This is an optimization exercise on Yosys and OpenROAD, whose aim is small area, a short achievable clock period and few clock cycles per item, not a production implementation. Only simulation tests tie the RTL to the original design; equivalence was not proved. Power figures rest on the tool's default switching activity, not on a simulated workload.

===== design/flow/config.mk =====
export PLATFORM = sky130hd
export DESIGN_NAME = two_class_ticket_queue_weighted_server
export DESIGN_NICKNAME = two_class_ticket_queue_weighted_server
export VERILOG_FILES = /design/flow/design.v
export SDC_FILE = /design/flow/constraint.sdc
export NUM_CORES = 4
export LEC_CHECK = 0
export ABC_AREA = 1
export CAP_MARGIN = 20
export CORE_MARGIN = 2
export CORE_UTILIZATION = 50
export SETUP_SLACK_MARGIN = 2.5
export SLEW_MARGIN = 20

===== design/flow/constraint.sdc =====
create_clock -name core_clock -period 5.0 [get_ports {clk}]
set_input_delay 1.0000 -clock core_clock [delete_from_list [all_inputs] [get_ports {clk}]]
set_output_delay 1.0000 -clock core_clock [all_outputs]
set_load 0.01 [all_outputs]

===== design/flow/design.v =====
package tcq_pkg;
	localparam int TICKET_W  = 16;
	localparam int MINUTE_W  = 11;
	localparam int KIND_W    = 3;
	localparam int STATUS_W  = 2;
	localparam int RUN_W     = 4;
	localparam int TDATA_W   = 32;
	localparam int PAYLOAD_W = TICKET_W + MINUTE_W;
	localparam int PAD_W     = TDATA_W - PAYLOAD_W;
	localparam int OUSER_W   = STATUS_W + 1;
	localparam logic [RUN_W-1:0] RUN_MAX     = 4'd15;
	localparam logic [RUN_W-1:0] NPP_DEFAULT = 4'd2;
	localparam logic [KIND_W-1:0] KIND_ENQ_NORMAL   = 3'd0;
	localparam logic [KIND_W-1:0] KIND_ENQ_PRIORITY = 3'd1;
	localparam logic [KIND_W-1:0] KIND_SERVE        = 3'd2;
	localparam logic [KIND_W-1:0] KIND_SEARCH       = 3'd3;
	localparam logic [KIND_W-1:0] KIND_CANCEL       = 3'd4;
	localparam logic [STATUS_W-1:0] STATUS_DONE      = 2'd0;
	localparam logic [STATUS_W-1:0] STATUS_FULL      = 2'd1;
	localparam logic [STATUS_W-1:0] STATUS_EMPTY     = 2'd2;
	localparam logic [STATUS_W-1:0] STATUS_NOT_FOUND = 2'd3;
	localparam logic CLASS_NORMAL   = 1'b0;
	localparam logic CLASS_PRIORITY = 1'b1;
	typedef struct packed {
		logic [MINUTE_W-1:0] minute;
		logic [TICKET_W-1:0] ticket;
	} entry_t;
	typedef enum logic [3:0] {
		ST_IDLE,
		ST_DECODE,
		ST_SERVE_WB,
		ST_SCAN_RD,
		ST_SCAN_CMP,
		ST_SHIFT_RD,
		ST_SHIFT_WR,
		ST_RESP
	} state_t;
	typedef struct packed {
		logic capture;
		logic enq;
		logic res_empty;
		logic res_nop;
		logic serve_rd;
		logic serve_pop;
		logic scan_start;
		logic scan_rd;
		logic scan_next;
		logic scan_adv;
		logic res_found;
		logic res_miss;
		logic shift_rd;
		logic shift_wr;
		logic remove_done;
		logic out_load;
	} cmd_t;
	typedef struct packed {
		logic [KIND_W-1:0] op;
		logic              both_empty;
		logic              scan_end;
		logic              hit;
		logic              cls;
		logic              shift_end;
		logic              out_free;
	} stat_t;
endpackage
module tcq_ram #(
	parameter int DEPTH = 16
) (
	input  logic                                clk,
	input  logic [DEPTH-1:0]                    shift,
	input  logic [tcq_pkg::PAYLOAD_W-1:0]       wdata,
	output logic [DEPTH*tcq_pkg::PAYLOAD_W-1:0] entries   
);
	localparam int PW = tcq_pkg::PAYLOAD_W;
	logic [PW-1:0] mem [0:DEPTH-1];
	always_ff @(posedge clk) begin
		if (shift[0]) begin
			mem[0] <= wdata;
		end
		for (int i = 1; i < DEPTH; i++) begin
			if (shift[i]) begin
				mem[i] <= mem[i-1];
			end
		end
	end
	always_comb begin
		for (int i = 0; i < DEPTH; i++) begin
			entries[i*PW +: PW] = mem[i];
		end
	end
endmodule
module two_class_ticket_queue_weighted_server #(
	parameter int QUEUE_DEPTH = 16
) (
	input  logic                              clk,
	input  logic                              arst_n,
	input  logic                              s_axis_tvalid,
	output logic                              s_axis_tready,
	input  logic [tcq_pkg::TDATA_W-1:0]       s_axis_tdata,
	input  logic [tcq_pkg::KIND_W-1:0]        s_axis_tuser,
	output logic                              m_axis_tvalid,
	input  logic                              m_axis_tready,
	output logic [tcq_pkg::TDATA_W-1:0]       m_axis_tdata,
	output logic [tcq_pkg::OUSER_W-1:0]       m_axis_tuser,
	input  logic                              cfg_we,
	input  logic [tcq_pkg::RUN_W-1:0]         cfg_data
);
	localparam int D  = QUEUE_DEPTH;
	localparam int PW = tcq_pkg::PAYLOAD_W;
	localparam int TW = tcq_pkg::TICKET_W;
	localparam int MW = tcq_pkg::MINUTE_W;
	localparam int RW = tcq_pkg::RUN_W;
	logic          e_valid_q;
	logic          e_enqn_q, e_enqp_q, e_serve_q, e_scan_q, e_cancel_q;
	logic [TW-1:0] e_tk_q;
	logic [MW-1:0] e_mn_q;
	logic [D-1:0]  e_nhit_q, e_phit_q;
	logic [D-1:0]  nv_q, pv_q, nmov_q, pmov_q;
	logic          nempty_q, pempty_q;   
	logic          turn_q;
	logic [RW-1:0] run_q, npp_q;
	logic                         r_valid_q;
	logic [tcq_pkg::STATUS_W-1:0] r_status_q;
	logic                         r_class_q;
	logic [D-1:0]                 r_nsel_q, r_psel_q;
	logic                         o0_valid_q, o1_valid_q;
	logic [tcq_pkg::STATUS_W-1:0] o0_status_q, o1_status_q;
	logic                         o0_class_q, o1_class_q;
	logic [PW-1:0]                o0_data_q, o1_data_q;
	logic                         s_ready_q, room_q;
	logic fire_e, r_move, pop, head_free, accept;
	logic e_valid_d, r_valid_d, o0_valid_d, o1_valid_d, room_d;
	always_comb begin
		fire_e     = e_valid_q && room_q;
		r_move     = r_valid_q && !(o0_valid_q && o1_valid_q);
		pop        = o0_valid_q && m_axis_tready;
		head_free  = !o0_valid_q || pop;
		accept     = s_axis_tvalid && s_ready_q;
		e_valid_d  = accept || (e_valid_q && !fire_e);
		r_valid_d  = fire_e || (r_valid_q && !r_move);
		o0_valid_d = head_free ? (o1_valid_q || r_move) : 1'b1;
		o1_valid_d = head_free ? (o1_valid_q && r_move) : (o1_valid_q || r_move);
		room_d     = !(r_valid_d && o0_valid_d && o1_valid_d);
	end
	assign s_axis_tready = s_ready_q;
	logic [D-1:0]    nshift, pshift;
	logic [D*PW-1:0] nent, pent;
	always_comb begin
		nshift = (fire_e && e_enqn_q) ? nmov_q : '0;
		pshift = (fire_e && e_enqp_q) ? pmov_q : '0;
	end
	tcq_ram #(.DEPTH(D)) u_normal (
		.clk     (clk),
		.shift   (nshift),
		.wdata   ({e_mn_q, e_tk_q}),
		.entries (nent)
	);
	tcq_ram #(.DEPTH(D)) u_priority (
		.clk     (clk),
		.shift   (pshift),
		.wdata   ({e_mn_q, e_tk_q}),
		.entries (pent)
	);
	logic [TW-1:0] in_tk;
	logic [D-1:0]  in_neq, in_peq, in_nhit, in_phit;
	logic          in_eq_new;
	always_comb begin
		in_tk     = s_axis_tdata[TW-1:0];
		in_eq_new = (e_tk_q == in_tk);
		for (int i = 0; i < D; i++) begin
			in_neq[i] = (nent[i*PW +: TW] == in_tk);
			in_peq[i] = (pent[i*PW +: TW] == in_tk);
		end
		in_nhit[0] = nshift[0] ? in_eq_new : in_neq[0];
		in_phit[0] = pshift[0] ? in_eq_new : in_peq[0];
		for (int i = 1; i < D; i++) begin
			in_nhit[i] = nshift[i] ? in_neq[i-1] : in_neq[i];
			in_phit[i] = pshift[i] ? in_peq[i-1] : in_peq[i];
		end
	end
	function automatic [D-1:0] suffix_or(input logic [D-1:0] x);
		suffix_or[D-1] = x[D-1];
		for (int i = D - 2; i >= 0; i--) begin
			suffix_or[i] = suffix_or[i+1] | x[i];
		end
	endfunction
	function automatic [D-1:0] mov_after_enq(input logic [D-1:0] v);
		logic [D:0] none, one;
		none[0] = 1'b1;
		one[0]  = 1'b1;
		for (int i = 0; i < D; i++) begin
			none[i+1] = none[i] & v[i];
			one[i+1]  = one[i] & (v[i] | none[i]);
		end
		mov_after_enq = one[D] ? '0 : one[D-1:0];
	endfunction
	function automatic at_most_one(input logic [D-1:0] v);
		logic none, one;
		none = 1'b1;
		one  = 1'b1;
		for (int i = 0; i < D; i++) begin
			one  = one & (!v[i] | none);
			none = none & !v[i];
		end
		at_most_one = one;
	endfunction
	logic [D-1:0]  nmatch, pmatch, nsrc, psrc, nsuf, psuf, nsel, psel;
	logic [D-1:0]  nclr, pclr, nmov_clr, pmov_clr;
	logic          nany, pany, nempty, pempty, pick_p, both_empty;
	logic          use_n, use_p, clr_n, clr_p;
	logic [RW-1:0] run_inc;
	logic          n_left_empty;
	logic [tcq_pkg::STATUS_W-1:0] x_status;
	logic          x_class;
	always_comb begin
		nmatch     = e_nhit_q & nv_q;
		pmatch     = e_phit_q & pv_q;
		nany       = |nmatch;
		pany       = |pmatch;
		nempty     = nempty_q;
		pempty     = pempty_q;
		both_empty = nempty && pempty;
		pick_p     = (turn_q && !pempty) || nempty;
		nsrc = e_serve_q ? nv_q : nmatch;
		psrc = e_serve_q ? pv_q : pmatch;
		nsuf = suffix_or(nsrc);
		psuf = suffix_or(psrc);
		for (int i = 0; i < D - 1; i++) begin
			nsel[i] = nsrc[i] && !nsuf[i+1];
			psel[i] = psrc[i] && !psuf[i+1];
		end
		nsel[D-1] = nsrc[D-1];
		psel[D-1] = psrc[D-1];
		use_n = e_serve_q ? !pick_p : (e_scan_q && nany);
		use_p = e_serve_q ?  pick_p : (e_scan_q && !nany);
		clr_n = fire_e && ((e_serve_q && !pick_p) || (e_cancel_q && nany));
		clr_p = fire_e && ((e_serve_q && pick_p && !pempty) || (e_cancel_q && !nany && pany));
		nclr  = clr_n ? nsel : '0;
		pclr  = clr_p ? psel : '0;
		nmov_clr = (nmov_q | {D{!nmov_q[0]}}) & nsuf;
		pmov_clr = (pmov_q | {D{!pmov_q[0]}}) & psuf;
		x_status = tcq_pkg::STATUS_DONE;
		x_class  = tcq_pkg::CLASS_NORMAL;
		if (e_enqn_q || e_enqp_q) begin
			x_class  = e_enqp_q;
			x_status = (e_enqp_q ? !pmov_q[0] : !nmov_q[0]) ? tcq_pkg::STATUS_FULL
				: tcq_pkg::STATUS_DONE;
		end else if (e_serve_q) begin
			if (both_empty) x_status = tcq_pkg::STATUS_EMPTY;
			else            x_class  = pick_p;
		end else if (e_scan_q) begin
			if (nany)      x_class  = tcq_pkg::CLASS_NORMAL;
			else if (pany) x_class  = tcq_pkg::CLASS_PRIORITY;
			else           x_status = tcq_pkg::STATUS_NOT_FOUND;
		end
		run_inc      = (run_q != tcq_pkg::RUN_MAX) ? run_q + 1'b1 : run_q;
		n_left_empty = at_most_one(nv_q);
	end
	logic [PW-1:0] r_data;
	always_comb begin
		r_data = '0;
		for (int i = 0; i < D; i++) begin
			r_data = r_data | ({PW{r_nsel_q[i]}} & nent[i*PW +: PW])
				| ({PW{r_psel_q[i]}} & pent[i*PW +: PW]);
		end
	end
	always_ff @(posedge clk or negedge arst_n) begin
		if (!arst_n) begin
			e_valid_q  <= 1'b0;
			r_valid_q  <= 1'b0;
			o0_valid_q <= 1'b0;
			o1_valid_q <= 1'b0;
			s_ready_q  <= 1'b1;
			room_q     <= 1'b1;
			nv_q       <= '0;
			pv_q       <= '0;
			nempty_q   <= 1'b1;
			pempty_q   <= 1'b1;
			nmov_q     <= {{(D-1){1'b0}}, 1'b1};
			pmov_q     <= {{(D-1){1'b0}}, 1'b1};
			turn_q     <= 1'b1;
			run_q      <= '0;
			npp_q      <= tcq_pkg::NPP_DEFAULT;
		end else begin
			e_valid_q  <= e_valid_d;
			r_valid_q  <= r_valid_d;
			o0_valid_q <= o0_valid_d;
			o1_valid_q <= o1_valid_d;
			room_q     <= room_d;
			s_ready_q  <= !e_valid_d || room_d;
			if (cfg_we) begin
				npp_q <= cfg_data;
			end
			nv_q <= (nv_q & ~nclr) | nshift;
			pv_q <= (pv_q & ~pclr) | pshift;
			nempty_q <= nempty_q ? !(fire_e && e_enqn_q) : (clr_n && at_most_one(nv_q));
			pempty_q <= pempty_q ? !(fire_e && e_enqp_q) : (clr_p && at_most_one(pv_q));
			if (fire_e && e_enqn_q) begin
				nmov_q <= mov_after_enq(nv_q);
			end else if (clr_n) begin
				nmov_q <= nmov_clr;
			end
			if (fire_e && e_enqp_q) begin
				pmov_q <= mov_after_enq(pv_q);
			end else if (clr_p) begin
				pmov_q <= pmov_clr;
			end
			if (fire_e && e_serve_q && !both_empty) begin
				if (pick_p) begin
					turn_q <= nempty;
					run_q  <= '0;
				end else begin
					turn_q <= turn_q || (run_inc >= npp_q) || n_left_empty;
					run_q  <= run_inc;
				end
			end
		end
	end
	always_ff @(posedge clk) begin
		if (accept) begin
			e_enqn_q   <= (s_axis_tuser == tcq_pkg::KIND_ENQ_NORMAL);
			e_enqp_q   <= (s_axis_tuser == tcq_pkg::KIND_ENQ_PRIORITY);
			e_serve_q  <= (s_axis_tuser == tcq_pkg::KIND_SERVE);
			e_scan_q   <= (s_axis_tuser == tcq_pkg::KIND_SEARCH) || (s_axis_tuser == tcq_pkg::KIND_CANCEL);
			e_cancel_q <= (s_axis_tuser == tcq_pkg::KIND_CANCEL);
			e_tk_q     <= in_tk;
			e_mn_q     <= s_axis_tdata[PW-1:TW];
			e_nhit_q   <= in_nhit;
			e_phit_q   <= in_phit;
		end
		if (fire_e) begin
			r_status_q <= x_status;
			r_class_q  <= x_class;
			r_nsel_q   <= use_n ? nsel : '0;
			r_psel_q   <= use_p ? psel : '0;
		end
		if (head_free && o1_valid_q) begin
			o0_status_q <= o1_status_q;
			o0_class_q  <= o1_class_q;
			o0_data_q   <= o1_data_q;
		end else if (head_free && r_move) begin
			o0_status_q <= r_status_q;
			o0_class_q  <= r_class_q;
			o0_data_q   <= r_data;
		end
		if (r_move && (head_free ? o1_valid_q : o0_valid_q)) begin
			o1_status_q <= r_status_q;
			o1_class_q  <= r_class_q;
			o1_data_q   <= r_data;
		end
	end
	assign m_axis_tvalid = o0_valid_q;
	assign m_axis_tdata  = {{tcq_pkg::PAD_W{1'b0}}, o0_data_q};
	assign m_axis_tuser  = {o0_class_q, o0_status_q};
endmodule

===== design/flow/run.sh =====
#!/bin/bash
# synth_recipe.tcl (not shown) runs the flow's synth.tcl, then flattens the netlist and writes it again
# the make line also repeats each setting of config.mk as NAME=value (left out here)
make -C /OpenROAD-flow-scripts/flow DESIGN_CONFIG=/design/flow/config.mk WORK_HOME=/design/flow/orfs CLKGATE_MAP_FILE= SYNTH_SCRIPT=/design/flow/synth_recipe.tcl finish

==> results of run 1 <==
==> cell families after synthesis <==
group	after synthesis
buffers and inverters	455
other	1
multiplexers	22
adder cells (fa/ha/maj)	5
flip-flops	1104
AO/OA/AOI/OAI	483
AND/OR/NAND/NOR	1659
XOR/XNOR	408
==> worst max-delay path, delay by kind of cell, from the launching register on <==
kind | cells | cell delay (ps)
simple gates | 7 | 1040
buf+inv | 4 | 670
flops | 1 | 420
compound gates | 1 | 230
==> power groups by stage <==
stage / clock network (uW) / registers (uW) / logic [uW]
6_report: 8420 / 13200 / 8160
5_1_grt: 8890 / 13400 / 8680
4_1_cts: 8540 / 13200 / 7240
3_5_place_dp: 0 / 13400 / 6620
3_3_place_gp: 0 / 13400 / 6570
2_1_floorplan: 0 / 13000 / 4220
==> layer usage <==
| metal | vias up | GRT usage | routed length [um] |
|---|---|---|---|
| li1 | 15300 | - | - |
| met1 | 16800 | 0.433 | 66500 |
| met2 | 1658 | 0.434 | 69500 |
| met3 | 232 | 0.0622 | 16500 |
| met4 | 4 | 0.0921 | 5300 |
| met5 | - | 0 | 22 |
==> synthesized netlist by cell type (78+ instances only) <==
| cell | number |
|---|---|
| a21oi_1 | 88 |
| nand2_1 | 909 |
| inv_1 | 248 |
| xor2_1 | 229 |
| edfxtp_1 | 1023 |
| clkbuf_1 | 130 |
| nor4_1 | 78 |
| nand3_1 | 143 |
| o21ai_0 | 135 |
| nand4_1 | 179 |
| nor2_1 | 201 |
| xnor2_1 | 179 |
==> final timing paths <==
path / end / slack [ps] / cells past startpoint
worst min register to register: u_priority.mem[3][22] / 440 / 0
max in group asynchronous: nmov_q[0] / 3640 / 2
worst max register to register: o0_data_q[9] / 2410 / 12
min in group core_clock: u_priority.mem[3][22] / 440 / 0
worst max-delay path: o0_data_q[9] / 2410 / 12
worst min-delay path: run_q[1] / 360 / 1
==> metrics by stage <==
step           utilization  std cells  cell area [um^2]  total power [uW]  hold WS (ps)
2_1_floorplan            -       4141             49400             17200           421
3_3_place_gp         0.526       5385             51500             19900           428
3_5_place_dp         0.526       5385             51500             20000           431
4_1_cts              0.575       5666             56300             28900           368
5_1_grt              0.590       5746             57800             31000           407
6_report             0.590       5747             57800             29800           364
==> cell type report <==
type	instances	area, um^2	area share
Antenna cell	1	2.50	0.0000433
Clock buffer	149	3100	0.0536
Clock inverter	65	581	0.0100
Inverter	260	1040	0.0180
Multi-Input combinational cell	2595	15800	0.273
Sequential cell	1104	32800	0.567
Tap cell	1287	1610	0.0279
Timing Repair Buffer	279	2870	0.0497
Timing Repair inverter	7	50.0	0.000866
==> sequential cells by signal (all words and copies together), names as in the netlist, 2 cells and up <==
| name | count |
|---|---|
| npp_q | 4 |
| e_nhit_q | 16 |
| o0_data_q | 27 |
| nv_q | 16 |
| nmov_q | 16 |
| r_psel_q | 16 |
| e_tk_q | 16 |
| r_status_q | 2 |
| o1_data_q | 27 |
| o0_status_q | 2 |
| run_q | 4 |
| pv_q | 16 |
| pmov_q | 16 |
| u_priority.mem | 432 |
| r_nsel_q | 16 |
| e_phit_q | 16 |
| o1_status_q | 2 |
| u_normal.mem | 432 |
| e_mn_q | 11 |
==> repair_timing <==
action | CTS | global route
buffers inserted | 55 | 61
resized for setup | 146 | 132
cloned | 12 | 18
endpoints found under the hold margin | 0 | 0
setup endpoints to repair | 531 | 381
pin swaps | 24 | 59
==> impl_results.md, run 1 <==
- Clock power share: 0.283
- # setup viols final: 0
- Max H-tree Level: 3
- Clk sinks: 1,104
- Post-route setup TNS: 0 ps
- Post-Synth Adder-Cell Area: 0.00127
- Fill cell count: 8,058
- Switching Share: 0.351
- Mux share of post-synthesis cell area: 0.00450
- Final net count: 4,413
- Clk Latency, worst-skew pair: 740 ps
- Clock skew: 56.5 ps
- Routability congestion estimate: 0.936
- Post-synthesis average cell area: roughly 12 um^2
- Critical path class: register to register
- Tcrit/Tclk final: 0.518
- Outcome: finished clean
- Largest net degree at the start of global routing: 52
- Wirelength per Cell: roughly 27 um
- PD cells: 516 nW/um^2
- Cts hold-fix bufs: 0
- CP Launch Point: r_nsel_q[1]
- Setup WS post-layout: 2410 ps
- Compound-Gate Fraction of Synth Area: 0.0649
- Async set-reset flop share out of synthesis: 0.0734
- Cell Int Power: 19,400 uW
- Logic pwr share: 0.274
- CTS tree: built
- Vias in the first global route: 31,800
- Main flop type after synthesis: edfxtp_1
- Post-place setup slack: 1250 ps
- Number of synthesized flops with an enable pin: 1,023
- Fmax: approximately 390 MHz
- Area grow syn2layout: 17.3%
- Post-synth top area share: 0.624
- Simple-gate area share of the yosys netlist: 0.155
- Initial antenna violation count: 3
- Ports: about 80
- Synth area leader: edfxtp_1
- Slew @ Worst Pin: 1060 ps
- Site Rows: ~120
- DRC: 0
- Unrepaired setup endpoints after global routing: yes
- Root buffer cell: clkbuf_16
- Element type at the critical path start: register
- Core ar.: 98,000 um^2
- I/O Buffers: 70
- Pre-antenna DRT Iters: 5
- CP Capture Type: register
- CTS max path bufs: 3
- Largest family of logic cells by synthesized area: simple AND/OR/NAND/NOR gates
- Congestion Overflow GR: 0
- DIE HEIGHT: 318 um
- Post-Synth XOR/XNOR Area: 0.0725
- Netlist cell types: 58
- Share of post-route cells with drive strength above 1: 0.148
- Vias after detailed routing: 34,000
- CTS Buf Count: 117
- Min-Delay Path Class: input port to async pin
- Req. time, crit path: 5460 ps
- Starting Density: 0.503
- Cells along the critical path: buf_6 > buf_12 > buf_4 > nand2_1 > nand3_1 > a221oi_2 > nand4_1 > nor3_2 > nand4_1 > buf_4 > nand2_1 > nand2_1
- CTS clk-pin slew, worst paths: 60 ps
- Post-layout min period: 2590 ps
- Critical path arrival: 3060 ps
- WL final: 158 mm
- Max Fanout on Critical Path: 8
- Final Hold Violating Endpoints: 0
- Yosys reg bits: 1,104
- Crit-path slowest cell: edfxtp_1
- DIE AREA: 101,000 um^2
- Area of the mapped netlist: 49,300 um^2
- Sw Pwr: 10,400 uW
- Worst reg2reg startpoint: r_nsel_q[1]
- VDD IR-drop max: 0.343 mV
- CP most frequent cell: nand2_1
- Global-route wire length before repair: 217 mm
- YS warnings: 3
- Final Max Tran Viols: 0
- Commonest non-fill, non-tap cells in the layout: edfxtp_1, nand2_1, inv_1
- Power share of the sequential group: 0.444
- Gr usage total: 0.293
- Die width: 318 um
- Detail Placement HPWL: 106 mm
- Max-cap violations: 0
- Most common cell after layout, fill and taps aside: edfxtp_1
- 1st-iter DRT viols: slightly above 4,000
- Max-slew headroom: 0.273
- Register area share after synthesis: 0.665
- Leakage Power: just over 0.02 uW
- Synth top area cells: edfxtp_1, nand2_1, xor2_1, dfrtp_1, xnor2_1
- Vias per cell: 5.91
- Final antenna-violating net count: 0
- Post-Syn Instances: ~4,100
- Max incr delay on CP: 420 ps
Testbench counts, summed over its fixed seeds: cycles 4,824, ops 4,800.
==> run 2, diff against run 1 <==
--- a/design/flow/config.mk
+++ b/design/flow/config.mk
@@ -5,9 +5,12 @@
 export SDC_FILE = /design/flow/constraint.sdc
 export NUM_CORES = 4
 export LEC_CHECK = 0
-export ABC_AREA = 1
+export ABC_CLOCK_PERIOD_IN_PS = 1800
 export CAP_MARGIN = 20
 export CORE_MARGIN = 2
 export CORE_UTILIZATION = 50
-export SETUP_SLACK_MARGIN = 2.5
+export CTS_CLUSTER_DIAMETER = 70
+export CTS_CLUSTER_SIZE = 22
+export SETUP_SLACK_MARGIN = 2.7
 export SLEW_MARGIN = 20
+export TNS_END_PERCENT = 10
==> impl_results.md, run 2 <==
- Cell Int Power: 17,300 uW
- Netlist cell types: 70
- Logic pwr share: 0.334
- Critical path arrival: about 3200 ps
- Global-route wire length before repair: 280 mm
- Fill cell count: 7,545
- Most common cell after layout, fill and taps aside: edfxtp_1
- Clk Latency, worst-skew pair: 700 ps
- Clk sinks: 1,104
- Cells on worst reg2reg path: 6
- Post-route setup TNS: 0 ps
- Yosys reg bits: between 1,000 and 1,500
- Ports: 81
- Share of post-route cells with drive strength above 1: 0.181
- CTS max path bufs: 3
- Final Max Tran Viols: 0
- Post-synth top area share: 0.640
- # setup viols final: 0
- Mux share of post-synthesis cell area: 0.0140
- Slew @ Worst Pin: approximately 1100 ps
- Fmax: 377 MHz
- Area of the mapped netlist: 48,000 um^2
- Commonest non-fill, non-tap cells in the layout: edfxtp_1, xor2_1, a22oi_1
- Routability congestion estimate: 1.13
- Site Rows: 113
- Core ar.: about 95,000 um^2
- DIE AREA: just under 100,000 um^2
- Synth cell count leaders: edfxtp_1, xor2_1, a22oi_1
- Pre-antenna DRT Iters: 8
- Max-cap violations: 0
- DIE HEIGHT: 314 um
- Register area share after synthesis: 0.683
- DRC: 0
- Wirelength per Cell: 45.1 um
- Max-slew headroom: 0.272
- Largest family of logic cells by synthesized area: compound AO/OA/AOI/OAI gates
- Largest net degree at the start of global routing: 52
- Most common cell in the netlist: edfxtp_1
- Sw Pwr: 11,300 uW
- Main flop type after synthesis: edfxtp_1
- Area taken by multi-input logic gates: 15,100 um^2
- Unrepaired setup endpoints after global routing: yes
- Max H-tree Level: 3
- Post-Syn Instances: 3,358
- Max Fanout on Critical Path: 20
- Switching Share: 0.395
- Final Hold Violating Endpoints: 0
- Synth top area cells: edfxtp_1, xor2_1, a22oi_1, dfrtp_1, nor4_1
- Final net count: 3,608
- Req. time, crit path: 5500 ps
- Outcome: finished clean
- Simple-gate area share of the yosys netlist: 0.0748
- Largest regs: u_normal.mem (432), u_priority.mem (432)
- I/O Buffers: 70
- Initial antenna violation count: 10
- CTS clk-pin slew, worst paths: around 90 ps
- Min-Delay Path Class: input port to async pin
- Root buffer cell: clkbuf_16
- Post-layout min period: about 2700 ps
- Synth area leader: edfxtp_1
- YS warnings: 3
- Tcrit/Tclk final: 0.531
- Critical path class: input port to register
- CTS tree: built
- Detail Placement HPWL: around 140 mm
- Cts hold-fix bufs: 0
- Sequential Area: 32,800 um^2
- Clock skew: about 50 ps
- VDD IR-drop max: between 0.2 and 0.3 mV
- Design Power: around 29,000 uW
- Area grow syn2layout: 15.7%
- Post-Synth Adder-Cell Area: 0.00297
- PD cells: 515 nW/um^2
- Die width: between 300 and 400 um
- Post-synthesis average cell area: 14.3 um^2
- Element type at the critical path start: input port
- Final antenna-violating net count: 0
- Async set-reset flop share out of synthesis: 0.0734
- Vias per cell: around 7.4
- 1st-iter DRT viols: roughly 7,500
- Compound-Gate Fraction of Synth Area: 0.106
- CTS Buf Count: between 60 and 70
- Congestion Overflow GR: 0
- Vias after detailed routing: approximately 36,000
- Power share of the sequential group: 0.454
- Number of synthesized flops with an enable pin: 1,023
- Gr usage total: 0.421
- Clock power share: 0.211
- WL final: 220 mm
- Leakage Power: 0.0188 uW
- Starting Density: 0.505
- Vias in the first global route: 33,200
- CP Capture Type: register
- Post-Synth XOR/XNOR Area: 0.0970
-- run 2: what timing repair did --
item                       in CTS  in global routing
cloned                          3                 19
resized for setup             214                201
setup buffers                  62                 81
pin swaps                      23                 42
setup endpoints to repair    1095                599
-- run 2: power by group through the flow --
stage | clock network (uW) | registers, uW | logic (uW)
3_5_place_dp | 0 | 13200 | 7000
2_1_floorplan | 0 | 12400 | 4010
4_1_cts | 6030 | 12800 | 7760
5_1_grt | 6330 | 13000 | 9550
3_3_place_gp | 0 | 13100 | 6960
6_report | 6040 | 13000 | 9560
-- run 2: final cells by class --
class | count | area share
diodes | 16 | 0.000722
clock buffers | 77 | 0.0324
clock inverters | 35 | 0.00550
inverters | 59 | 0.00598
multi-input cells | 1976 | 0.272
flip-flops and latches | 1104 | 0.591
well taps | 1265 | 0.0285
repair buffers | 349 | 0.0637
repair inverters | 1 | 0.0000902
-- run 2: worst max-delay path, cell delays in order --
cell	delay (ps)
buf_4	300
buf_4	330
xor2_1	120
nor4_1	530
buf_4	260
nand4_1	300
mux2i_1	290
-- run 2: layer usage --
layer  global-route usage  part of all wire
met1                0.553              0.34
met2                0.593              0.40
met3                0.152              0.17
met4                0.270             0.088
met5                    0           0.00026
-- run 2: through the flow --
| stage | worst slack [ps] | area, um^2 | hold slack (ps) | std cells | util |
|---|---|---|---|---|---|
| after floorplan | 2430 | 48000 | 420 | 3362 | - |
| after global placement | 1430 | 50200 | 431 | 4589 | 0.528 |
| after detailed placement | 1460 | 50200 | 433 | 4589 | 0.529 |
| after CTS | 2350 | 53600 | 264 | 4766 | 0.564 |
| after global routing | 2280 | 55500 | 294 | 4868 | 0.584 |
| final | 2340 | 55500 | 280 | 4882 | 0.584 |
-- run 2: path summary, 6_finish.rpt --
kind                                   startpoint                      to  slack (ps)
max                               s_axis_tdata[9]             e_phit_q[1]        2340
min in group core_clock    u_priority.mem[13][22]  u_priority.mem[14][22]         450
min                                        arst_n                nv_q[10]         280
max reg2reg                          r_psel_q[14]            o0_data_q[5]        2350
min reg2reg                u_priority.mem[13][22]  u_priority.mem[14][22]         450
max in group asynchronous                  arst_n                 pv_q[9]        3650
-- run 2: cell families after synthesis --
logic type	Yosys count
multiplexers	63
XOR/XNOR	531
flip-flops	1104
AO/OA/AOI/OAI	696
other	1
adder cells (fa/ha/maj)	13
buffers and inverters	284
AND/OR/NAND/NOR	666
==> run 3, diff against run 2 <==
==> design/flow/config.mk (replaced) <==
export PLATFORM = sky130hd
export DESIGN_NAME = two_class_ticket_queue_weighted_server
export DESIGN_NICKNAME = two_class_ticket_queue_weighted_server
export VERILOG_FILES = /design/flow/design.v
export SDC_FILE = /design/flow/constraint.sdc
export NUM_CORES = 4
export LEC_CHECK = 0
export ABC_CLOCK_PERIOD_IN_PS = 2500
export CAP_MARGIN = 20
export CORE_MARGIN = 2
export CORE_UTILIZATION = 50
export SETUP_SLACK_MARGIN = 2.3
export SLEW_MARGIN = 20
==> impl_results.md, run 3 <==
- Cells along the critical path: clkbuf_4 > buf_4 > xor2_1 > nor4_1 > nand4_1 > mux2i_1
- CTS max path bufs: 3
- Vias in the first global route: 33,300
- Max-cap violations: 0
- Max Fanout on Critical Path: 20
- Largest regs: u_normal.mem (432), u_priority.mem (432)
- Main flop type after synthesis: edfxtp_1
- Number of synthesized flops with an enable pin: 1,023
- Commonest non-fill, non-tap cells in the layout: edfxtp_1, xor2_1, a22oi_1
- Met3 Use GR: 0.153
- Element type at the critical path start: input port
- Req. time, crit path: 5540 ps
- Post-route setup TNS: 0 ps
- Fmax: 351 MHz
- DIE HEIGHT: 314 um
- Max-slew headroom: 0.283
- Congestion Overflow GR: 0
- Min-Delay Path Class: input port to async pin
- M1 GR Usage: 0.552
- Register area share after synthesis: 0.683
- Outcome: finished clean
- Largest net degree at the start of global routing: 52
- Detail Placement HPWL: 136 mm
- CTS Buf Count: roughly 110
- Max H-tree Level: 3
- PD cells: 541 nW/um^2
- Vias after detailed routing: about 35,000
- CTS clk-pin slew, worst paths: 60 ps
- CP Capture Type: register
- YS warnings: 3
- R2R setup slack: approximately 2200 ps
- Met2 usage: 0.587
- 1st-iter DRT viols: about 7,000
- # setup viols final: 0
- Final Max Tran Viols: 0
- DRC: 0
- Worst path bufs/invs: 2
- Routability congestion estimate: 1.13
- Most common cell in the netlist: edfxtp_1
- VDD IR-drop max: 0.354 mV
- Final Hold Violating Endpoints: 0
- Post-place setup slack: 1460 ps
- Cts hold-fix bufs: 0
- Wirelength per Cell: 43.1 um
- Netlist cell types: 70
- Site Rows: 113
- Area of the mapped netlist: 48,000 um^2
- Crit path max-delay family: simple AND/OR/NAND/NOR gates
- Clock skew: 41.1 ps
- Clk Latency, worst-skew pair: approximately 750 ps
- Max incr delay on CP: 830 ps
- Synth area leader: edfxtp_1
- Most common cell after layout, fill and taps aside: edfxtp_1
- Setup WS post-layout: 2150 ps
- Share of post-route cells with drive strength above 1: 0.149
- Synth cell count leaders: edfxtp_1, xor2_1, a22oi_1
- Synth top area cells: edfxtp_1, xor2_1, a22oi_1, dfrtp_1, nor4_1
- Core ar.: roughly 95,000 um^2
- Global-route wire length before repair: 281 mm
- Final net count: 3,556
- Die width: 314 um
- Post-synthesis average cell area: 14.3 um^2
- Initial antenna violation count: 7
- Post-Syn Instances: 3,358
- Gr usage total: 0.421
- Critical path arrival: between 3000 and 4000 ps
- CTS tree: built
- WL final: 210 mm
- I/O Buffers: 70
- Clk sinks: between 1,000 and 1,500
- Yosys reg bits: approximately 1,100
- Critical path class: input port to register
- Crit-path slowest cell: nor4_1
- Tcrit/Tclk final: 0.569
- Async set-reset flop share out of synthesis: 0.0734
- Slew @ Worst Pin: 1070 ps
- Area grow syn2layout: 14.7%
- Vias per cell: 7.28
- Root buffer cell: clkbuf_16
- Ports: 81
- Post-layout min period: 2850 ps
- Leakage Power: 0.0187 uW
- Post-synth top area share: 0.640
- Starting Density: 0.505
- Unrepaired setup endpoints after global routing: yes
- Pre-antenna DRT Iters: 7
- Final antenna-violating net count: 0
- DIE AREA: 98,400 um^2
- Top Usage Layer GRT: met2
-- run 3: cells by family after synthesis --
kind of cell	count (synthesis)	share of synthesized area
flip-flops	1104	0.683
other	1	0.0000782
multiplexers	63	0.0140
AND/OR/NAND/NOR	666	0.0748
buffers and inverters	284	0.0228
adder cells (fa/ha/maj)	13	0.00297
AO/OA/AOI/OAI	696	0.106
XOR/XNOR	531	0.0970
-- run 3: area by class of cell --
cell class              instances  area [um^2]
fillers                      7599        40000
flip-flops and latches       1104        32800
multi-input cells            1974        14600
clock buffers                 144         2970
repair buffers                254         2080
well taps                    1265         1580
clock inverters                68          716
inverters                      59          284
diodes                          6         15.0
repair inverters                1         5.00
-- run 3: final timing paths --
check | startpoint | cells after the start | to
max in group asynchronous | arst_n | 2 | pv_q[7]
min in group core_clock | u_priority.mem[13][16] | 0 | u_priority.mem[14][16]
worst max-delay path | s_axis_tdata[9] | 6 | e_nhit_q[14]
worst min register to register | u_priority.mem[13][16] | 0 | u_priority.mem[14][16]
worst min-delay path | arst_n | 1 | nmov_q[7]
worst max register to register | e_serve_q | 9 | nv_q[0]
-- run 3: report_power, final --
group | internal, uW | leakage (uW) | switching [uW] | total, uW
clock network | 4830 | 0.00180 | 3790 | 8620
logic | 2190 | 0.00670 | 5980 | 8170
registers | 11700 | 0.0102 | 1220 | 12900
total | 18700 | 0.0187 | 11000 | 29700
-- run 3: metrics by stage --
| step | utilization | hold slack, ps | total power [uW] | instance area, um^2 | instances |
|---|---|---|---|---|---|
| after floorplan | - | 420 | 16400 | 48000 | 3362 |
| after global placement | 0.528 | 431 | 20100 | 50200 | 4589 |
| after detailed placement | 0.529 | 433 | 20200 | 50200 | 4589 |
| after CTS | 0.572 | 224 | 28900 | 54300 | 4826 |
| after global routing | 0.579 | 259 | 30200 | 55000 | 4869 |
| final | 0.579 | 238 | 29700 | 55000 | 4875 |
-- run 3: layer usage --
metal | share of wire | routed length (um) | up-vias
met4 | 0.087 | 18300 | 3
met1 | 0.35 | 74100 | 17800
met5 | 0.00025 | 52 | -
li1 | - | - | 13400
met3 | 0.15 | 32200 | 803
met2 | 0.41 | 85500 | 3466
-- run 3: repair_timing --
action,4_1_cts,5_1_grt
endpoints found under the setup margin,880,110
gates cloned,1,1
resized for setup,71,79
pin swaps,7,10
setup buffers,24,42
==> run 4, diff against run 3 <==
--- a/design/flow/config.mk
+++ b/design/flow/config.mk
@@ -9,5 +9,6 @@
 export CAP_MARGIN = 20
 export CORE_MARGIN = 2
 export CORE_UTILIZATION = 50
-export SETUP_SLACK_MARGIN = 2.3
+export PLACE_DENSITY = 0.75
+export SETUP_SLACK_MARGIN = 2.5
 export SLEW_MARGIN = 20
==> impl_results.md, run 4 <==
- Detail Placement HPWL: ~130 mm
- Netlist cell types: 70
- Crit-path slowest cell: nor4_2
- WL final: 213 mm
- # setup viols final: 0
- CTS clk-pin slew, worst paths: 70 ps
- Pre-antenna DRT Iters: 10
- Max Fanout on Critical Path: 23
- Final Hold Violating Endpoints: 0
- Post-synth top area share: 0.640
- CTS tree: built
- DRC: 0
- Post-route setup TNS: 0 ps
- Final net count: 3,584
- Critical path class: input port to register
- Core ar.: ~95,000 um^2
- Vias in the first global route: about 34,000
- Starting Density: 0.505
- Ports: 81
- Synth cell count leaders: edfxtp_1, xor2_1, a22oi_1
- Sequential Area: 32,800 um^2
- Vias per cell: 7.46
- 1st-iter DRT viols: 7,973
- Root buffer cell: clkbuf_16
- Sw Pwr: 11,400 uW
- Element type at the critical path start: input port
- Max-slew headroom: 0.198
- Setup WS post-layout: between 2000 and 2500 ps
- CTS max path bufs: 3
- Switching Share: 0.371
- Most common cell after layout, fill and taps aside: edfxtp_1
- Cells along the critical path: buf_4 > buf_4 > xor2_1 > nor4_2 > nand4_1 > mux2i_1
- Largest net degree at the start of global routing: 52
- Logic pwr share: 0.293
- PD cells: 546 nW/um^2
- Fmax: around 370 MHz
- Register area share after synthesis: 0.683
- Clock skew: 63.4 ps
- Main flop type after synthesis: edfxtp_1
- Final antenna-violating net count: 0
- Area taken by multi-input logic gates: around 15,000 um^2
- CP Capture Type: register
- Max-cap violations: 0
- Hold slack final: 270 ps
- Site Rows: around 110
- Post-place setup slack: 1330 ps
- Cell Int Power: 19,400 uW
- Post-layout min period: 2670 ps
- Area grow syn2layout: 17.8%
- Post-Syn Instances: approximately 3,400
- I/O Buffers: 70
- Synth top area cells: edfxtp_1, xor2_1, a22oi_1, dfrtp_1, nor4_1
- Power share of the sequential group: 0.421
- Critical path arrival: 3150 ps
- Die width: 314 um
- VDD IR-drop max: 0.329 mV
- Area of the mapped netlist: 48,000 um^2
- Slew @ Worst Pin: 1200 ps
- Gr usage total: 0.419
- Clk sinks: approximately 1,100
- Largest regs: u_normal.mem (432), u_priority.mem (432)
- Unrepaired setup endpoints after global routing: yes
- Congestion Overflow GR: 0
- Fill cell count: 7,242
- Tcrit/Tclk final: 0.533
- Final Max Tran Viols: 0
- Most common cell in the netlist: edfxtp_1
- Outcome: finished clean
- Max H-tree Level: 3
- CTS Buf Count: 108
- Req. time, crit path: 5490 ps
- Number of synthesized flops with an enable pin: just over 1,000
- Initial antenna violation count: 26
- CP most frequent cell: buf_4
- Post-synthesis average cell area: roughly 14 um^2
- Commonest non-fill, non-tap cells in the layout: edfxtp_1, xor2_1, a22oi_1
- Routability congestion estimate: 1.15
- Clk Latency, worst-skew pair: around 720 ps
- Yosys reg bits: 1,104
- Vias after detailed routing: around 37,000
- DIE AREA: 98,400 um^2
- DIE HEIGHT: 314 um
- Synth area leader: edfxtp_1
- Clock power share: 0.286
- Wirelength per Cell: 43.4 um
- Min-Delay Path Class: input port to async pin
- Share of post-route cells with drive strength above 1: 0.184
- Leakage Power: approximately 0.019 uW
- YS warnings: 3
- Async set-reset flop share out of synthesis: 0.0734
- Max incr delay on CP: between 600 and 700 ps
- Global-route wire length before repair: 278 mm
## run 4: cell count changes in the layout (fill, tap and decap cells not counted), sizes merged, moves of 8 or more
cell           previous run  this run
clkbuf                  151       133
buf                     194       225
clkinv                   57        68
inv                      54        37
clkdlybuf4s50            52        21
dlygate4sd2               1        31
diode                     6        14
## run 4: path summary, 6_finish.rpt
kind / slack [ps] / start / cells after the start / endpoint
worst max register to register: 2430 / r_nsel_q[1] / 6 / o0_data_q[9]
min in group core_clock: 430 / u_priority.mem[11][23] / 0 / u_priority.mem[12][23]
worst min-delay path: 270 / arst_n / 1 / npp_q[2]
worst max-delay path: 2330 / s_axis_tdata[8] / 6 / e_nhit_q[14]
max in group asynchronous: 3710 / arst_n / 2 / pv_q[7]
worst min register to register: 430 / u_priority.mem[11][23] / 0 / u_priority.mem[12][23]
## run 4: power groups by stage
| stage | logic (uW) | clock network, uW | registers, uW |
|---|---|---|---|
| floorplan | 4010 | 0 | 12400 |
| global placement | 6870 | 0 | 13100 |
| detailed placement | 6950 | 0 | 13100 |
| CTS | 7560 | 8770 | 12900 |
| global route | 8940 | 9130 | 13000 |
| finish | 9050 | 8810 | 13000 |
## run 4: critical path: cells and delay by family
family	cells	cell delay, ps
xor+xnor	1	140
buf+inv	2	650
simple gates	2	1040
mux	1	310
## run 4: through the flow
stage	utilization	std cells	total power (uW)	instance area, um^2
after global placement	0.528	4581	19900	50200
after detailed placement	0.528	4582	20000	50200
after global routing	0.594	4891	31100	56500
final	0.595	4905	30800	56500
after CTS	0.579	4831	29200	55000
after floorplan	-	3362	16400	48000
## run 4: per-layer routing
metal | wire, um | part of all wire | vias up | global-route usage
li1 | - | - | 13500 | -
met1 | 68500 | 0.32 | 17700 | 0.510
met2 | 83100 | 0.39 | 4147 | 0.561
met3 | 39100 | 0.18 | 1237 | 0.214
met4 | 21600 | 0.10 | 48 | 0.324
met5 | 533 | 0.0025 | - | 0.00532
## run 4: timing repair
| action | in CTS | in global routing |
|---|---|---|
| hold buffers | 0 | 0 |
| setup buffers | 46 | 52 |
| gates cloned | 2 | 8 |
| gates resized for setup | 225 | 192 |
| pin swaps | 18 | 45 |
| endpoints found under the setup margin | 1071 | 197 |
## run 4: area by class of cell
type | count | area share
well taps | 1265 | 0.0280
diodes | 14 | 0.000620
repair buffers | 285 | 0.0491
multi-input cells | 1976 | 0.270
clock inverters | 74 | 0.0164
flip-flops and latches | 1104 | 0.580
repair inverters | 1 | 0.0000886
inverters | 59 | 0.00467
clock buffers | 127 | 0.0506
## run 4: kinds of logic (layout without fill, tap and decap cells)
group | Yosys count | after routing | synth area share
AO/OA/AOI/OAI | 696 | 696 | 0.106
XOR/XNOR | 531 | 531 | 0.0970
adder cells (fa/ha/maj) | 13 | 13 | 0.00297
buffers and inverters | 284 | 546 | 0.0228
flip-flops | 1104 | 1104 | 0.683
multiplexers | 63 | 63 | 0.0140
other | 1 | 19 | 0.0000782
AND/OR/NAND/NOR | 666 | 668 | 0.0748
==> run 5, diff against run 4 <==
--- a/design/flow/config.mk
+++ b/design/flow/config.mk
@@ -9,6 +9,5 @@
 export CAP_MARGIN = 20
 export CORE_MARGIN = 2
 export CORE_UTILIZATION = 50
-export PLACE_DENSITY = 0.75
-export SETUP_SLACK_MARGIN = 2.5
+export SETUP_SLACK_MARGIN = 2.7
 export SLEW_MARGIN = 20
==> impl_results.md, run 5 <==
- Outcome: finished clean
- Vias after detailed routing: 39,200
- Largest net degree at the start of global routing: 49
- Post-synth top area share: 0.640
- Compound-Gate Fraction of Synth Area: 0.106
- Critical path arrival: ~3400 ps
- Clk Latency, worst-skew pair: 770 ps
- Power share of the sequential group: 0.379
- Tcrit/Tclk final: 0.561
- Yosys reg bits: 1,104
- Wirelength per Cell: 48.0 um
- Share of post-route cells with drive strength above 1: 0.292
- Req. time, crit path: around 5600 ps
- Clock power share: 0.262
- Most common cell after layout, fill and taps aside: edfxtp_1
- Clock skew: 32.7 ps
- Die width: 314 um
- PD cells: about 560 nW/um^2
- Routability congestion estimate: 1.14
- Register area share after synthesis: 0.683
- M1 GR Usage: 0.593
- Min-Delay Path Class: input port to async pin
- Main flop type after synthesis: edfxtp_1
- Clk sinks: roughly 1,100
- Final net count: 3,807
- Cells along the critical path: buf_6 > buf_6 > buf_6 > a22oi_2 > nand2_2 > or4_4 > o31ai_4 > buf_12 > buf_12 > buf_6 > nand2b_4 > o31ai_4 > nand2_1
- Crit-path slowest cell: or4_4
- Detail Placement HPWL: 141 mm
- I/O Buffers: 70
- # setup viols final: 0
- Number of synthesized flops with an enable pin: 1,023
- Max incr delay on CP: 600 ps
- Global-route wire length before repair: between 300 and 400 mm
- Starting Density: 0.505
- Element type at the critical path start: register
- Synth top area cells: edfxtp_1, xor2_1, a22oi_1, dfrtp_1, nor4_1
- Final Max Tran Viols: 0
- Top Usage Layer GRT: met2
- Leakage Power: 0.0213 uW
- DIE AREA: 98,400 um^2
- Met2 usage: 0.655
- Congestion Overflow GR: 0
- Ports: 81
- Largest regs: u_normal.mem (432), u_priority.mem (432)
- Max-cap violations: 0
- Final antenna-violating net count: 0
- Final Hold Violating Endpoints: 0
- CTS Buf Count: 114
- Fmax: 356 MHz
- 1st-iter DRT viols: just under 8,000
- Post-Syn Instances: 3,358
- Max Fanout on Critical Path: 6
- Post-layout util: 0.644
- Synth area leader: edfxtp_1
- Area of the mapped netlist: 48,000 um^2
- CTS clk-pin slew, worst paths: 60 ps
- Vias in the first global route: 35,500
- Site Rows: 113
- Post-layout min period: ~2800 ps
- Netlist cell types: 70
- Pre-antenna DRT Iters: 10
- Logic pwr share: 0.359
- DIE HEIGHT: around 310 um
- CP Capture Type: register
- Cell Int Power: between 20,000 and 25,000 uW
- Unrepaired setup endpoints after global routing: yes
- Sw Pwr: 13,400 uW
- Post-synthesis average cell area: around 14 um^2
- Design Power: around 35,000 uW
- Post-route setup TNS: 0 ps
- Critical path class: register to register
- Synth cell count leaders: edfxtp_1, xor2_1, a22oi_1
- Commonest non-fill, non-tap cells in the layout: edfxtp_1, xor2_1, a22oi_1
- Crit path max-delay family: simple AND/OR/NAND/NOR gates
- Root buffer cell: clkbuf_16
- Met3 Use GR: 0.254
- VDD IR-drop max: between 0.3 and 0.4 mV
- Switching Share: 0.387
- Async set-reset flop share out of synthesis: 0.0734
- Mux share of post-synthesis cell area: 0.0140
- Max-slew headroom: 0.211
- Worst path bufs/invs: 6
- Core ar.: between 90,000 and 100,000 um^2
- Most common cell in the netlist: edfxtp_1
- Simple-gate area share of the yosys netlist: 0.0748
- Max H-tree Level: 3
- YS warnings: 3
- Slew @ Worst Pin: 1180 ps
- DRC: 0
- Post-Synth Adder-Cell Area: 0.00297
- Final Cell Area: 61,200 um^2
- Initial antenna violation count: 27
- Area grow syn2layout: 27.6%
- Largest family of logic cells by synthesized area: compound AO/OA/AOI/OAI gates
- Vias per cell: between 7 and 8
- CTS tree: built
- DP Area: 50,400 um^2
- WL final: between 200 and 250 mm
- Hold slack final: about 240 ps
- CTS max path bufs: 3
- CP most frequent cell: buf_6
- Gr usage total: 0.490
- Post-Synth XOR/XNOR Area: 0.0970
[run 5: cell counts after synthesis]
No cell type changed its count.
[run 5: worst register-to-register path: cells and delay by family, from the launching register on]
kind / cells / cell delay (ps)
and+or+nand+nor: 4 / 920
buffers and inverters: 6 / 710
AOI/OAI and AO/OA: 3 / 650
DFF: 1 / 400
[run 5: repair_timing]
action	in CTS	in global routing
buffers inserted	198	66
gates cloned	31	6
gates resized for setup	750	257
endpoints found under the hold margin	0	0
hold buffers	0	0
pin swaps	123	126
setup endpoints to repair	1065	466
[run 5: stage by stage]
step / setup WS (ps) / cells
after floorplan: 2600 / 3362
after global placement: 1360 / 4604
after detailed placement: 1340 / 4606
after CTS: 2240 / 5048
after global routing: 2130 / 5128
final: 2190 / 5147
[run 5: path summary, 6_finish.rpt]
path | from | end | slack (ps) | cells past startpoint
setup reg to reg | nv_q[5] | pv_q[6] | 2190 | 13
min in group core_clock | u_priority.mem[11][17] | u_priority.mem[12][17] | 450 | 0
hold / removal | arst_n | nmov_q[4] | 240 | 1
setup / recovery | nv_q[5] | pv_q[6] | 2190 | 13
max in group asynchronous | arst_n | s_ready_q | 3760 | 2
hold reg to reg | u_priority.mem[11][17] | u_priority.mem[12][17] | 450 | 0
[run 5: routing by layer]
layer | vias up | routed length [um]
li1 | 14000 | -
met1 | 19200 | 79400
met2 | 4521 | 96200
met3 | 1401 | 44200
met4 | 28 | 26400
met5 | - | 668
[run 5: power groups by stage]
stage | sequential (uW) | clock, uW | combinational [uW]
5_1_grt | 13100 | 9330 | 12100
3_5_place_dp | 13100 | 0 | 7350
4_1_cts | 12900 | 8950 | 10500
2_1_floorplan | 12400 | 0 | 4040
3_3_place_gp | 13100 | 0 | 7270
6_report | 13100 | 9050 | 12400
[run 5: area by class of cell]
cell class                      count  area, um^2
Antenna cell                       27        67.6
Clock buffer                      151        3170
Clock inverter                     62         694
Fill cell                        6787       33800
Inverter                           59         393
Multi-Input combinational cell   1975       16700
Sequential cell                  1104       32800
Tap cell                         1265        1580
Timing Repair Buffer              503        5880
Timing Repair inverter              1        5.00
[run 5: kinds of logic (layout without fill, tap and decap cells)]
group / after synthesis / count (layout)
buffers and inverters: 284 / 776
DFF: 1104 / 1104
adders and majority gates: 13 / 13
and+or+nand+nor: 666 / 667
muxes: 63 / 63
xor gates and xnor gates: 531 / 531
AOI/OAI and AO/OA: 696 / 696
other: 1 / 32
==> run 6, diff against run 5 <==
--- a/design/flow/design.v
+++ b/design/flow/design.v
@@ -110,6 +110,10 @@
 	localparam int TW = tcq_pkg::TICKET_W;
 	localparam int MW = tcq_pkg::MINUTE_W;
 	localparam int RW = tcq_pkg::RUN_W;
+	logic          a_valid_q;
+	logic          a_enqn_q, a_enqp_q, a_serve_q, a_scan_q, a_cancel_q;
+	logic [TW-1:0] a_tk_q;
+	logic [MW-1:0] a_mn_q;
 	logic          e_valid_q;
 	logic          e_enqn_q, e_enqp_q, e_serve_q, e_scan_q, e_cancel_q;
 	logic [TW-1:0] e_tk_q;
@@ -128,15 +132,17 @@
 	logic                         o0_class_q, o1_class_q;
 	logic [PW-1:0]                o0_data_q, o1_data_q;
 	logic                         s_ready_q, room_q;
-	logic fire_e, r_move, pop, head_free, accept;
-	logic e_valid_d, r_valid_d, o0_valid_d, o1_valid_d, room_d;
+	logic fire_e, a_move, r_move, pop, head_free, accept;
+	logic a_valid_d, e_valid_d, r_valid_d, o0_valid_d, o1_valid_d, room_d;
 	always_comb begin
 		fire_e     = e_valid_q && room_q;
 		r_move     = r_valid_q && !(o0_valid_q && o1_valid_q);
 		pop        = o0_valid_q && m_axis_tready;
 		head_free  = !o0_valid_q || pop;
 		accept     = s_axis_tvalid && s_ready_q;
-		e_valid_d  = accept || (e_valid_q && !fire_e);
+		a_move     = a_valid_q && (!e_valid_q || room_q);
+		a_valid_d  = accept || (a_valid_q && !a_move);
+		e_valid_d  = a_move || (e_valid_q && !fire_e);
 		r_valid_d  = fire_e || (r_valid_q && !r_move);
 		o0_valid_d = head_free ? (o1_valid_q || r_move) : 1'b1;
 		o1_valid_d = head_free ? (o1_valid_q && r_move) : (o1_valid_q || r_move);
@@ -165,7 +171,7 @@
 	logic [D-1:0]  in_neq, in_peq, in_nhit, in_phit;
 	logic          in_eq_new;
 	always_comb begin
-		in_tk     = s_axis_tdata[TW-1:0];
+		in_tk     = a_tk_q;
 		in_eq_new = (e_tk_q == in_tk);
 		for (int i = 0; i < D; i++) begin
 			in_neq[i] = (nent[i*PW +: TW] == in_tk);
@@ -266,6 +272,7 @@
 	end
 	always_ff @(posedge clk or negedge arst_n) begin
 		if (!arst_n) begin
+			a_valid_q  <= 1'b0;
 			e_valid_q  <= 1'b0;
 			r_valid_q  <= 1'b0;
 			o0_valid_q <= 1'b0;
@@ -282,12 +289,13 @@
 			run_q      <= '0;
 			npp_q      <= tcq_pkg::NPP_DEFAULT;
 		end else begin
+			a_valid_q  <= a_valid_d;
 			e_valid_q  <= e_valid_d;
 			r_valid_q  <= r_valid_d;
 			o0_valid_q <= o0_valid_d;
 			o1_valid_q <= o1_valid_d;
 			room_q     <= room_d;
-			s_ready_q  <= !e_valid_d || room_d;
+			s_ready_q  <= !a_valid_d || !e_valid_d || room_d;
 			if (cfg_we) begin
 				npp_q <= cfg_data;
 			end
@@ -318,13 +326,22 @@
 	end
 	always_ff @(posedge clk) begin
 		if (accept) begin
-			e_enqn_q   <= (s_axis_tuser == tcq_pkg::KIND_ENQ_NORMAL);
-			e_enqp_q   <= (s_axis_tuser == tcq_pkg::KIND_ENQ_PRIORITY);
-			e_serve_q  <= (s_axis_tuser == tcq_pkg::KIND_SERVE);
-			e_scan_q   <= (s_axis_tuser == tcq_pkg::KIND_SEARCH) || (s_axis_tuser == tcq_pkg::KIND_CANCEL);
-			e_cancel_q <= (s_axis_tuser == tcq_pkg::KIND_CANCEL);
-			e_tk_q     <= in_tk;
-			e_mn_q     <= s_axis_tdata[PW-1:TW];
+			a_enqn_q   <= (s_axis_tuser == tcq_pkg::KIND_ENQ_NORMAL);
+			a_enqp_q   <= (s_axis_tuser == tcq_pkg::KIND_ENQ_PRIORITY);
+			a_serve_q  <= (s_axis_tuser == tcq_pkg::KIND_SERVE);
+			a_scan_q   <= (s_axis_tuser == tcq_pkg::KIND_SEARCH) || (s_axis_tuser == tcq_pkg::KIND_CANCEL);
+			a_cancel_q <= (s_axis_tuser == tcq_pkg::KIND_CANCEL);
+			a_tk_q     <= s_axis_tdata[TW-1:0];
+			a_mn_q     <= s_axis_tdata[PW-1:TW];
+		end
+		if (a_move) begin
+			e_enqn_q   <= a_enqn_q;
+			e_enqp_q   <= a_enqp_q;
+			e_serve_q  <= a_serve_q;
+			e_scan_q   <= a_scan_q;
+			e_cancel_q <= a_cancel_q;
+			e_tk_q     <= a_tk_q;
+			e_mn_q     <= a_mn_q;
 			e_nhit_q   <= in_nhit;
 			e_phit_q   <= in_phit;
 		end
--- a/design/flow/config.mk
+++ b/design/flow/config.mk
@@ -9,5 +9,5 @@
 export CAP_MARGIN = 20
 export CORE_MARGIN = 2
 export CORE_UTILIZATION = 50
-export SETUP_SLACK_MARGIN = 2.7
+export SETUP_SLACK_MARGIN = 2.5
 export SLEW_MARGIN = 20
==> impl_results.md, run 6 <==
- Post-layout min period: 2750 ps
- Area grow syn2layout: 19.3%
- Post-layout util: 0.603
- Clk Latency, worst-skew pair: 760 ps
- Sequential Area: 33,800 um^2
- DIE AREA: 100,000 um^2
- Post-Syn Instances: 3,352
- Post-synthesis average cell area: 14.6 um^2
- Ports: 81
- Root buffer cell: clkbuf_16
- Synth cell count leaders: edfxtp_1, xor2_1, a22oi_1
- Worst reg2reg startpoint: a_tk_q[5]
- Vias after detailed routing: 36,700
- Req. time, crit path: 5550 ps
- Fmax: 363 MHz
- Site Rows: ~110
- Area taken by multi-input logic gates: 15,100 um^2
- PD cells: 577 nW/um^2
- CTS Buf Count: approximately 120
- Wirelength per Cell: 42.2 um
- Final antenna-violating net count: 0
- CP Launch Point: a_tk_q[5]
- YS warnings: 3
- DP Cell Count: approximately 4,600
- Global-route wire length before repair: 278 mm
- Max Fanout on Critical Path: 9
- CTS max path bufs: 3
- Element type at the critical path start: register
- Starting Density: 0.505
- Yosys reg bits: 1,137
- VDD IR-drop max: 0.461 mV
- Post-synth top area share: 0.648
- Final Hold Violating Endpoints: 0
- I/O Buffers: 70
- Most common cell in the netlist: edfxtp_1
- Largest net degree at the start of global routing: 83
- Fin cells: between 4,000 and 5,000
- Unrepaired setup endpoints after global routing: yes
- Synth top area cells: edfxtp_1, xor2_1, a22oi_1, dfrtp_1, nor4_1
- Tcrit/Tclk final: 0.550
- Outcome: finished clean
- DIE HEIGHT: 317 um
- Detail Placement HPWL: 130 mm
- Max-cap violations: 0
- Met2 WL: 85.4 mm
- Pre-antenna DRT Iters: 9
- WL final: 211 mm
- Clk sinks: approximately 1,100
- Vias in the first global route: about 34,000
- Congestion Overflow GR: 0
- Vias per cell: roughly 7.3
- CP Capture Type: register
- Final Max Tran Viols: 0
- Max H-tree Level: 3
- Main flop type after synthesis: edfxtp_1
- Commonest non-fill, non-tap cells in the layout: edfxtp_1, xor2_1, a22oi_1
- Fill cell count: 7,451
- Most common cell after layout, fill and taps aside: edfxtp_1
- Synth area leader: edfxtp_1
- Core ar.: 96,700 um^2
- Max-slew headroom: 0.282
- CTS clk-pin slew, worst paths: 60 ps
- Area of the mapped netlist: ~49,000 um^2
- Post-route setup TNS: 0 ps
- 1st-iter DRT viols: 7,857
- Min-Delay Path Class: input port to async pin
- Final net count: 3,658
- Cts hold-fix bufs: 0
- Slew @ Worst Pin: between 1000 and 1500 ps
- Register area share after synthesis: 0.691
- Gr usage total: 0.408
- Routability congestion estimate: 1.17
- Leakage Power: 0.0199 uW
- Largest regs: u_normal.mem (432), u_priority.mem (432)
- Met1 wire length: ~72 mm
- CTS tree: built
- Met3 routed WL: 36.0 mm
- Initial antenna violation count: 14
- Share of post-route cells with drive strength above 1: 0.192
- Uppermost layer routed: met5
- DRC: 0
- Die width: ~320 um
- Critical path arrival: 3300 ps
- Async set-reset flop share out of synthesis: 0.0721
- # setup viols final: 0
- Critical path class: register to register
- Clock skew: approximately 35 ps
- Netlist cell types: 72
- Number of synthesized flops with an enable pin: 1,055
[run 6: cell types whose count changed after synthesis, moves of 6 or more]
cell and change:
a211oi_1 -6, and2_1 +7, buf_1 +9, buf_2 +6, clkbuf_1 -21, edfxtp_1 +32, inv_1 -15, nand2_1 -34
nand2b_1 -6, nand3_1 +9, nor2_1 +11, o21a_1 +8, o21ai_0 -14, o22ai_1 +6
[run 6: stage by stage]
step           instance area, um^2  hold slack [ps]  worst slack, ps  power [uW]
2_1_floorplan                48900              400             2530       17600
3_3_place_gp                 51200              401             1710       21900
3_5_place_dp                 51200              406             1720       21900
4_1_cts                      56700              414             2480       31800
5_1_grt                      58300              393             2400       34000
6_report                     58300              351             2250       33600
[run 6: cells by family after synthesis]
family          share of synthesized area
simple gates                       0.0732
other cells                     0.0000768
compound gates                      0.103
xor+xnor                           0.0952
buf+inv                            0.0216
flops                               0.691
mux                                0.0137
fa+ha+maj                         0.00292
[run 6: power breakdown]
part           total (uW)  internal, uW  switching (uW)
clock                9250          5260            4000
combinational       10700          3230            7440
sequential          13700         12300            1420
total               33600         20800           12900
[run 6: worst paths after layout]
path / end / slack, ps / cells past startpoint
min: run_q[1] / 350 / 1
max in group asynchronous: nv_q[9] / 4050 / 1
min in group core_clock: e_mn_q[8] / 410 / 0
max: e_phit_q[8] / 2250 / 5
max reg2reg: e_phit_q[8] / 2250 / 5
min reg2reg: e_mn_q[8] / 410 / 0
[run 6: final cells by class]
class                      count  area share
timing repair buffer         354      0.0605
inverter                      44     0.00328
sequential                  1137       0.579
clock inverter                82      0.0165
multi-input combinational   1953       0.260
timing repair inverter         1   0.0000859
tap                         1276      0.0274
clock buffer                 141      0.0528
antenna                       10    0.000429
[run 6: per-layer routing]
| layer | global-route usage | up-vias |
|---|---|---|
| met5 | 0.0109 | - |
| met1 | 0.526 | 18100 |
| met2 | 0.570 | 3883 |
| li1 | - | 13700 |
| met3 | 0.184 | 1010 |
| met4 | 0.231 | 24 |
[run 6: timing repair]
item | in CTS | in global routing
cloned | 1 | 7
setup endpoints to repair | 998 | 199
pin swaps | 24 | 54
buffers inserted | 95 | 72
resized for setup | 202 | 170
[run 6: worst max-delay path, stage by stage (launching register included)]
cell and delay (ps):
edfxtp_1 550, buf_4 270, xor2_1 200, nor4_1 710, nand4_1 510, mux2i_1 330
Testbench counts of run 6, summed over its fixed seeds: cycles 4,832, ops 4,800.
==> run 7, diff against run 6 <==
--- a/design/flow/config.mk
+++ b/design/flow/config.mk
@@ -5,9 +5,9 @@
 export SDC_FILE = /design/flow/constraint.sdc
 export NUM_CORES = 4
 export LEC_CHECK = 0
-export ABC_CLOCK_PERIOD_IN_PS = 2500
+export ABC_CLOCK_PERIOD_IN_PS = 2000
 export CAP_MARGIN = 20
 export CORE_MARGIN = 2
 export CORE_UTILIZATION = 50
-export SETUP_SLACK_MARGIN = 2.5
+export SETUP_SLACK_MARGIN = 2.8
 export SLEW_MARGIN = 20
==> impl_results.md, run 7 <==
- Core ar.: 96,700 um^2
- Tcrit/Tclk final: 0.519
- Synth area leader: edfxtp_1
- Area grow syn2layout: 32.0%
- DIE AREA: 100,000 um^2
- Critical R2R Capture: o0_data_q[2]
- Final Max Tran Viols: 0
- Initial antenna violation count: 24
- Most common cell in the netlist: edfxtp_1
- Post-Syn Instances: 3,352
- Vias per cell: 7.50
- Cells along the critical path: buf_6 > buf_16 > buf_16 > a22oi_1 > nand3_1 > or4_4 > mux2_4
- Crit-path slowest cell: or4_4
- Clk Latency, worst-skew pair: ~760 ps
- Final antenna-violating net count: 0
- Routability congestion estimate: approximately 1.1
- Congestion Overflow GR: 0
- Cells on worst reg2reg path: 7
- Number of synthesized flops with an enable pin: 1,055
- Area of the mapped netlist: 48,900 um^2
- Min-Delay Path Class: input port to async pin
- Max-cap violations: 0
- Fmax: 385 MHz
- Design Power: 38,000 uW
- CP Launch Point: r_psel_q[14]
- Cell Int Power: 22,700 uW
- Post-layout min period: 2600 ps
- Worst path bufs/invs: 3
- Logic pwr share: 0.404
- CTS max path bufs: 3
- Async set-reset flop share out of synthesis: 0.0721
- Commonest non-fill, non-tap cells in the layout: edfxtp_1, xor2_1, buf_4
- Crit path max-delay family: simple AND/OR/NAND/NOR gates
- Sw Pwr: 15,400 uW
- Global-route wire length before repair: 319 mm
- Pre-antenna DRT Iters: 7
- Max H-tree Level: 3
- Critical path class: register to register
- Post-synth top area share: 0.648
- Fill cell count: 6,778
- Hold slack final: between 200 and 300 ps
- Vias in the first global route: 35,600
- Top Usage Layer GRT: met2
- Most common cell after layout, fill and taps aside: edfxtp_1
- Gr usage total: 0.485
- Met2 usage: 0.650
- Final net count: just under 4,000
- 1st-iter DRT viols: 8,165
- WL final: approximately 250 mm
- Slew @ Worst Pin: ~980 ps
- Clock skew: 58.9 ps
- Max-slew headroom: 0.350
- Req. time, crit path: 5490 ps
- Final Hold Violating Endpoints: 0
- Max Fanout on Critical Path: 8
- Largest net degree at the start of global routing: 46
- Root buffer cell: clkbuf_16
- Power share of the sequential group: 0.362
- M1 GR Usage: 0.599
- Detail Placement HPWL: 137 mm
- Worst reg2reg startpoint: r_psel_q[14]
- Synth cell count leaders: edfxtp_1, xor2_1, a22oi_1
- Starting Density: 0.505
- R2R setup slack: 2400 ps
- Met3 Use GR: 0.254
- Die width: approximately 320 um
- CTS tree: built
- Leakage Power: 0.0224 uW
- I/O Buffers: 70
- DRC: 0
- DIE HEIGHT: 317 um
- PD cells: around 590 nW/um^2
- Max incr delay on CP: roughly 650 ps
- Vias after detailed routing: between 30,000 and 40,000
- YS warnings: 3
- Outcome: finished clean
- CTS clk-pin slew, worst paths: approximately 60 ps
- CP Capture Type: register
- Register area share after synthesis: 0.691
- # setup viols final: 0
- Netlist cell types: 72
- Switching Share: 0.405
- Wirelength per Cell: 47.3 um
- Share of post-route cells with drive strength above 1: 0.336
- Post-synthesis average cell area: between 10 and 15 um^2
- Clock power share: 0.234
- Critical path arrival: 3080 ps
- Main flop type after synthesis: edfxtp_1
- Unrepaired setup endpoints after global routing: yes
- Element type at the critical path start: register
- CP most frequent cell: buf_16
- Synth top area cells: edfxtp_1, xor2_1, a22oi_1, dfrtp_1, nor4_1
- Largest regs: u_normal.mem (432), u_priority.mem (432)
- Site Rows: 114
- Critical path capture point: o0_data_q[2]
- Clk sinks: 1,137
- CTS Buf Count: 117
- VDD IR-drop max: about 0.34 mV
- Post-route setup TNS: 0 ps
- Ports: about 80
- Critical path depth: 7
- Yosys reg bits: 1,137
[run 7: kinds of logic after synthesis]
family / after synthesis / synth area share
fa+ha+maj: 13 / 0.00292
flops: 1137 / 0.691
xor+xnor: 531 / 0.0952
mux: 63 / 0.0137
compound gates: 687 / 0.103
buf+inv: 266 / 0.0216
other cells: 1 / 0.0000768
simple gates: 654 / 0.0732
[run 7: worst reg2reg max path, stage by stage, from the launching register on]
cell	delay [ps]
edfxtp_1	420
buf_6	150
buf_16	170
buf_16	200
a22oi_1	330
nand3_1	130
or4_4	650
mux2_4	320
[run 7: repair_timing]
item                                    CTS  global route
gates cloned                             36            11
gates resized for setup                 860           293
endpoints found under the hold margin     0             0
endpoints found under the setup margin  979           595
setup buffers                           289           134
hold buffers                              0             0
pin swaps                               215           198
[run 7: worst min path at each step]
stage                  to        from  slack, ps
2_1_floorplan  e_cancel_q  a_cancel_q        400
3_3_place_gp    e_mn_q[6]   a_mn_q[6]        400
3_5_place_dp    e_serve_q   a_serve_q        400
4_1_cts          run_q[3]      arst_n        270
5_1_grt          run_q[3]      arst_n        310
6_report         run_q[3]      arst_n        280
[run 7: metrics by stage]
step           instances  area (um^2)   util  worst slack, ps
4_1_cts             5133        61600  0.637             2420
2_1_floorplan       3356        49000      -             2710
5_1_grt             5281        64500  0.667             2340
6_report            5292        64500  0.667             2400
3_5_place_dp        4592        51300  0.531             1750
3_3_place_gp        4588        51300  0.530             1650
[run 7: area by class of cell]
cell class,instances,area [um^2],area share
inverters,44,228,0.00353
multi-input cells,1961,17500,0.272
clock inverters,70,714,0.0111
well taps,1276,1600,0.0248
repair buffers,644,7540,0.117
clock buffers,146,3090,0.0479
diodes,13,32.5,0.000504
repair inverters,1,5.00,0.0000776
flip-flops and latches,1137,33800,0.524
[run 7: power by group through the flow]
| stage | Combinational (uW) | Clock, uW | Sequential, uW |
|---|---|---|---|
| final | 15400 | 8910 | 13800 |
| after detailed placement | 8500 | 0 | 13900 |
| after global routing | 15100 | 9210 | 13800 |
| after CTS | 13000 | 8850 | 13600 |
| after global placement | 8410 | 0 | 13900 |
| after floorplan | 4740 | 0 | 13000 |
[run 7: metal layers]
layer,routed length [um],up-vias
met3,45600,1221
met4,24700,18
li1,-,14300
met2,97400,4516
met5,282,-
met1,82200,19700

Re-timed with assumed drivers on the ports (clkbuf_16 on the clock, buf_2 on other inputs), run 7 has 2.404 ns of setup slack against 2.404 ns with ideal ports, and 2.128 ns once port delays also move by the mid clock arrival of 0.801 ns.
